This is an optimization exercise on Yosys and OpenROAD, whose aim is small area and a short achievable clock period, not a production implementation. The RTL was checked by simulation tests, not by an equivalence proof against the original design. Power figures rest on the tool's default switching activity, not on a simulated workload.

==> inputs of sierra <==
==> flow/design.v <==
module reg_file_sb #(
  parameter int XLEN     = 32,
  parameter int NREGS    = 32,
  parameter int ZERO_REG = 1,
  parameter int ADDR_W   = $clog2(NREGS)
) (
  input  logic              clk,
  input  logic              rst,
  input  logic [ADDR_W-1:0] rs1,
  input  logic [ADDR_W-1:0] rs2,
  input  logic              read_reg_port1,
  input  logic              read_reg_port2,
  output logic [XLEN-1:0]   rs1_data,
  output logic [XLEN-1:0]   rs2_data,
  output logic              rs1_busy,
  output logic              rs2_busy,
  input  logic              issue_valid,
  input  logic [ADDR_W-1:0] issue_rd,
  input  logic              wb_signal,
  input  logic [ADDR_W-1:0] rd,
  input  logic [XLEN-1:0]   wb_data,
  output logic [ADDR_W:0]   busy_count
);
  localparam logic [ADDR_W:0] CNT_ONE = {{ADDR_W{1'b0}}, 1'b1};
  logic [XLEN-1:0]  regs [NREGS];
  logic [NREGS-1:0] busy;
  logic [NREGS-1:0] busy_next;
  logic [ADDR_W:0]  count;
  logic [ADDR_W:0]  count_next;
  logic [ADDR_W:0]  n_set;
  logic [ADDR_W:0]  n_clr;
  logic             set_hit;
  logic             clr_hit;
  logic             rs1_zero;
  logic             rs2_zero;
  logic             rd_zero;
  assign rs1_zero = (ZERO_REG != 0) && (rs1 == {ADDR_W{1'b0}});
  assign rs2_zero = (ZERO_REG != 0) && (rs2 == {ADDR_W{1'b0}});
  assign rd_zero  = (ZERO_REG != 0) && (rd == {ADDR_W{1'b0}});
  always_ff @(posedge clk or posedge rst) begin
    if (rst) begin
      for (int i = 0; i < NREGS; i++) begin
        regs[i] <= {XLEN{1'b0}};
      end
    end else if (wb_signal && !rd_zero) begin
      regs[rd] <= wb_data;
    end
  end
  always_comb begin
    rs1_data = {XLEN{1'b0}};
    rs1_busy = 1'b0;
    if (read_reg_port1 && !rs1_zero) begin
      rs1_data = regs[rs1];
      rs1_busy = busy[rs1];
    end else begin
      rs1_data = {XLEN{1'b0}};
      rs1_busy = 1'b0;
    end
  end
  always_comb begin
    rs2_data = {XLEN{1'b0}};
    rs2_busy = 1'b0;
    if (read_reg_port2 && !rs2_zero) begin
      rs2_data = regs[rs2];
      rs2_busy = busy[rs2];
    end else begin
      rs2_data = {XLEN{1'b0}};
      rs2_busy = 1'b0;
    end
  end
  always_comb begin
    busy_next = busy;
    n_set     = {(ADDR_W + 1){1'b0}};
    n_clr     = {(ADDR_W + 1){1'b0}};
    set_hit   = 1'b0;
    clr_hit   = 1'b0;
    for (int r = 0; r < NREGS; r++) begin
      set_hit = issue_valid && (issue_rd == ADDR_W'(r)) && !((ZERO_REG != 0) && (r == 0));
      clr_hit = wb_signal && (rd == ADDR_W'(r));
      if (set_hit) begin
        busy_next[r] = 1'b1;
        if (!busy[r]) begin
          n_set = n_set + CNT_ONE;
        end else begin
          n_set = n_set;
        end
      end else if (clr_hit) begin
        busy_next[r] = 1'b0;
        if (busy[r]) begin
          n_clr = n_clr + CNT_ONE;
        end else begin
          n_clr = n_clr;
        end
      end else begin
        busy_next[r] = busy[r];
      end
    end
    count_next = count + n_set - n_clr;
  end
  always_ff @(posedge clk or posedge rst) begin
    if (rst) begin
      busy  <= {NREGS{1'b0}};
      count <= {(ADDR_W + 1){1'b0}};
    end else begin
      busy  <= busy_next;
      count <= count_next;
    end
  end
  assign busy_count = count;
endmodule
==> flow/run.sh <==
#!/bin/bash
# synth_recipe.tcl (not shown) runs the flow's synth.tcl, then flattens the netlist and writes it again
# the make line also repeats each setting of config.mk as NAME=value (left out here)
make -C /OpenROAD-flow-scripts/flow DESIGN_CONFIG=/design/flow/config.mk WORK_HOME=/design/flow/orfs CLKGATE_MAP_FILE= SYNTH_SCRIPT=/design/flow/synth_recipe.tcl finish
==> flow/config.mk <==
export PLATFORM = sky130hd
export DESIGN_NAME = reg_file_sb
export DESIGN_NICKNAME = reg_file_sb
export VERILOG_FILES = /design/flow/design.v
export SDC_FILE = /design/flow/constraint.sdc
export NUM_CORES = 4
export LEC_CHECK = 0
export CAP_MARGIN = 20
export CORE_MARGIN = 2
export CORE_UTILIZATION = 40
export SLEW_MARGIN = 20
==> flow/constraint.sdc <==
create_clock -name core_clock -period 28.0 [get_ports {clk}]
set_input_delay 5.6000 -clock core_clock [delete_from_list [all_inputs] [get_ports {clk}]]
set_output_delay 5.6000 -clock core_clock [all_outputs]
set_load 0.01 [all_outputs]
==> amber: changes against sierra <==
==> flow/design.v (replaced) <==
module reg_file_sb #(
  parameter int XLEN     = 32,
  parameter int NREGS    = 32,
  parameter int ZERO_REG = 1,
  parameter int ADDR_W   = $clog2(NREGS)
) (
  input  logic              clk,
  input  logic              rst,
  input  logic [ADDR_W-1:0] rs1,
  input  logic [ADDR_W-1:0] rs2,
  input  logic              read_reg_port1,
  input  logic              read_reg_port2,
  output logic [XLEN-1:0]   rs1_data,
  output logic [XLEN-1:0]   rs2_data,
  output logic              rs1_busy,
  output logic              rs2_busy,
  input  logic              issue_valid,
  input  logic [ADDR_W-1:0] issue_rd,
  input  logic              wb_signal,
  input  logic [ADDR_W-1:0] rd,
  input  logic [XLEN-1:0]   wb_data,
  output logic [ADDR_W:0]   busy_count
);
  localparam int LO = (ZERO_REG != 0) ? 1 : 0;
  logic [XLEN-1:0]  rdat  [NREGS];
  logic [NREGS-1:0] valid;
  logic [NREGS-1:0] busy;
  logic [ADDR_W:0]  count;
  logic [NREGS-1:0] wr_sel;
  logic [NREGS-1:0] iss_sel;
  logic [NREGS-1:0] rd1_sel;
  logic [NREGS-1:0] rd2_sel;
  logic             n_set;
  logic             n_clr;
  always_comb begin
    wr_sel  = '0;
    iss_sel = '0;
    rd1_sel = '0;
    rd2_sel = '0;
    for (int r = LO; r < NREGS; r++) begin
      wr_sel[r]  = wb_signal      && (rd       == ADDR_W'(r));
      iss_sel[r] = issue_valid    && (issue_rd == ADDR_W'(r));
      rd1_sel[r] = read_reg_port1 && (rs1      == ADDR_W'(r));
      rd2_sel[r] = read_reg_port2 && (rs2      == ADDR_W'(r));
    end
  end
  for (genvar r = 0; r < NREGS; r++) begin : g_reg
    if (r < LO) begin : g_zero
      assign rdat[r]  = {XLEN{1'b0}};
      assign valid[r] = 1'b0;
      assign busy[r]  = 1'b0;
    end else begin : g_store
      logic [XLEN-1:0] data;
      logic            vld;
      logic            bsy;
      always_ff @(posedge clk) begin
        if (wr_sel[r]) data <= wb_data;
      end
      always_ff @(posedge clk or posedge rst) begin
        if (rst) begin
          vld   <= 1'b0;
          bsy   <= 1'b0;
        end else begin
          vld   <= vld | wr_sel[r];
          bsy   <= iss_sel[r] | (bsy & ~wr_sel[r]);
        end
      end
      assign rdat[r]  = data;
      assign valid[r] = vld;
      assign busy[r]  = bsy;
    end
  end
  logic [NREGS-1:0] dat1_sel;
  logic [NREGS-1:0] dat2_sel;
  assign dat1_sel = rd1_sel & valid;
  assign dat2_sel = rd2_sel & valid;
  for (genvar b = 0; b < XLEN; b++) begin : g_rbit
    logic [NREGS-1:0] col;
    for (genvar r = 0; r < NREGS; r++) begin : g_col
      assign col[r] = rdat[r][b];
    end
    reg_file_sb_rdbit #(.N(NREGS)) u_rd1 (.sel(dat1_sel), .d(col), .o(rs1_data[b]));
    reg_file_sb_rdbit #(.N(NREGS)) u_rd2 (.sel(dat2_sel), .d(col), .o(rs2_data[b]));
  end
  assign rs1_busy = |(rd1_sel & busy);
  assign rs2_busy = |(rd2_sel & busy);
  always_comb begin
    n_set = |(iss_sel & ~busy);
    n_clr = |(wr_sel & ~iss_sel & busy);
  end
  always_ff @(posedge clk or posedge rst) begin
    if (rst) count <= '0;
    else     count <= count + {{ADDR_W{1'b0}}, n_set} - {{ADDR_W{1'b0}}, n_clr};
  end
  assign busy_count = count;
endmodule
module reg_file_sb_rdbit #(
  parameter int N = 32
) (
  input  logic [N-1:0] sel,
  input  logic [N-1:0] d,
  output logic         o
);
  assign o = |(sel & d);
endmodule
SYNTH_HIERARCHICAL = 1   (was default)
SYNTH_MINIMUM_KEEP_SIZE = 0   (was default)
==> qor summary <==
|  | sierra | amber |
|---|---|---|
| Part of the power in combinational logic | 15.4% | 6.3% |
| Routed wire length on met3 | 40.0 mm | 23.6 mm |
| Worst endpoint data arrival time | 27.36 ns | 9.65 ns |
| Most common cell after layout, fill and taps aside | dfrtp_1 | edfxtp_1 |
| Number of flip-flops and latches | 1029 | 1060 |
| Simple-gate share of the synthesized area | 7.22% | 8.17% |
| Met3 GRT Util | 15.5% | 7.53% |
| Final core occ | 45.7% | 47.3% |
| Kind of end point of the critical path | register | primary output |
| Layout multi-input combinational cell count | 3007 | 1888 |
| Clock slew at reported path FFs | 0.05 ns | 0.06 ns |
| Worst slew margin | 19.9% | 17.7% |
| Starting DRT DRC Count | 9489 | 5496 |
| Number of standard cells after synthesis | 4530 | 2896 |
| Largest area contributor in the netlist | dfrtp_1 | edfxtp_1 |
| # placed instances | 6102 | 4667 |
| Detailed-placement wirelength estimate | 127 mm | 93.2 mm |
| XOR/XNOR Fraction of Synth Area | 0.0818% | 0.0981% |
| GRT met1 Usage | 47.8% | 40.2% |
| Ys async rst share | 100% | 6.42% |
| Areal power density over the cells | 70.1 nW/um^2 | 66.9 nW/um^2 |
| Result of the run | complete, no violations | complete, no violations |
| Instance area after placement | 57000 um^2 | 48800 um^2 |
| Global-route wire length before repair | 354 mm | 237 mm |
| Finished Cell Area | 60900 um^2 | 52400 um^2 |

## what the ideal ports hide
The results above use ideal ports. As a check the final layouts listed here were re-extracted and re-timed, cells and wires unchanged. Step 1 sets driving cells, clkbuf_16 on the clock port and buf_2 on the other inputs (assumed; they add their load-dependent delay and slew). Step 2 times the ports against the registers' clock, not the clock port: input delays grow and output delays shrink by t, the midpoint of the rising clock arrivals with the driver on. a / b / c = no drivers / after step 1 / after step 2; a / b = the first two.
| run | shift t [ns] | slack for setup (ns) | worst data-port slew with drivers (ns) |
|---|---|---|---|
| sierra | 0.804 | 1.293 / 1.340 / 0.536 | 0.16 |
| amber | 0.780 | 12.751 / 12.696 / 12.696 | 0.14 |
After both steps setup and hold are still met in every run listed. For sierra, which loses most, drivers alone change the setup slack by +0.047 ns; drivers and shift together by -0.757 ns.
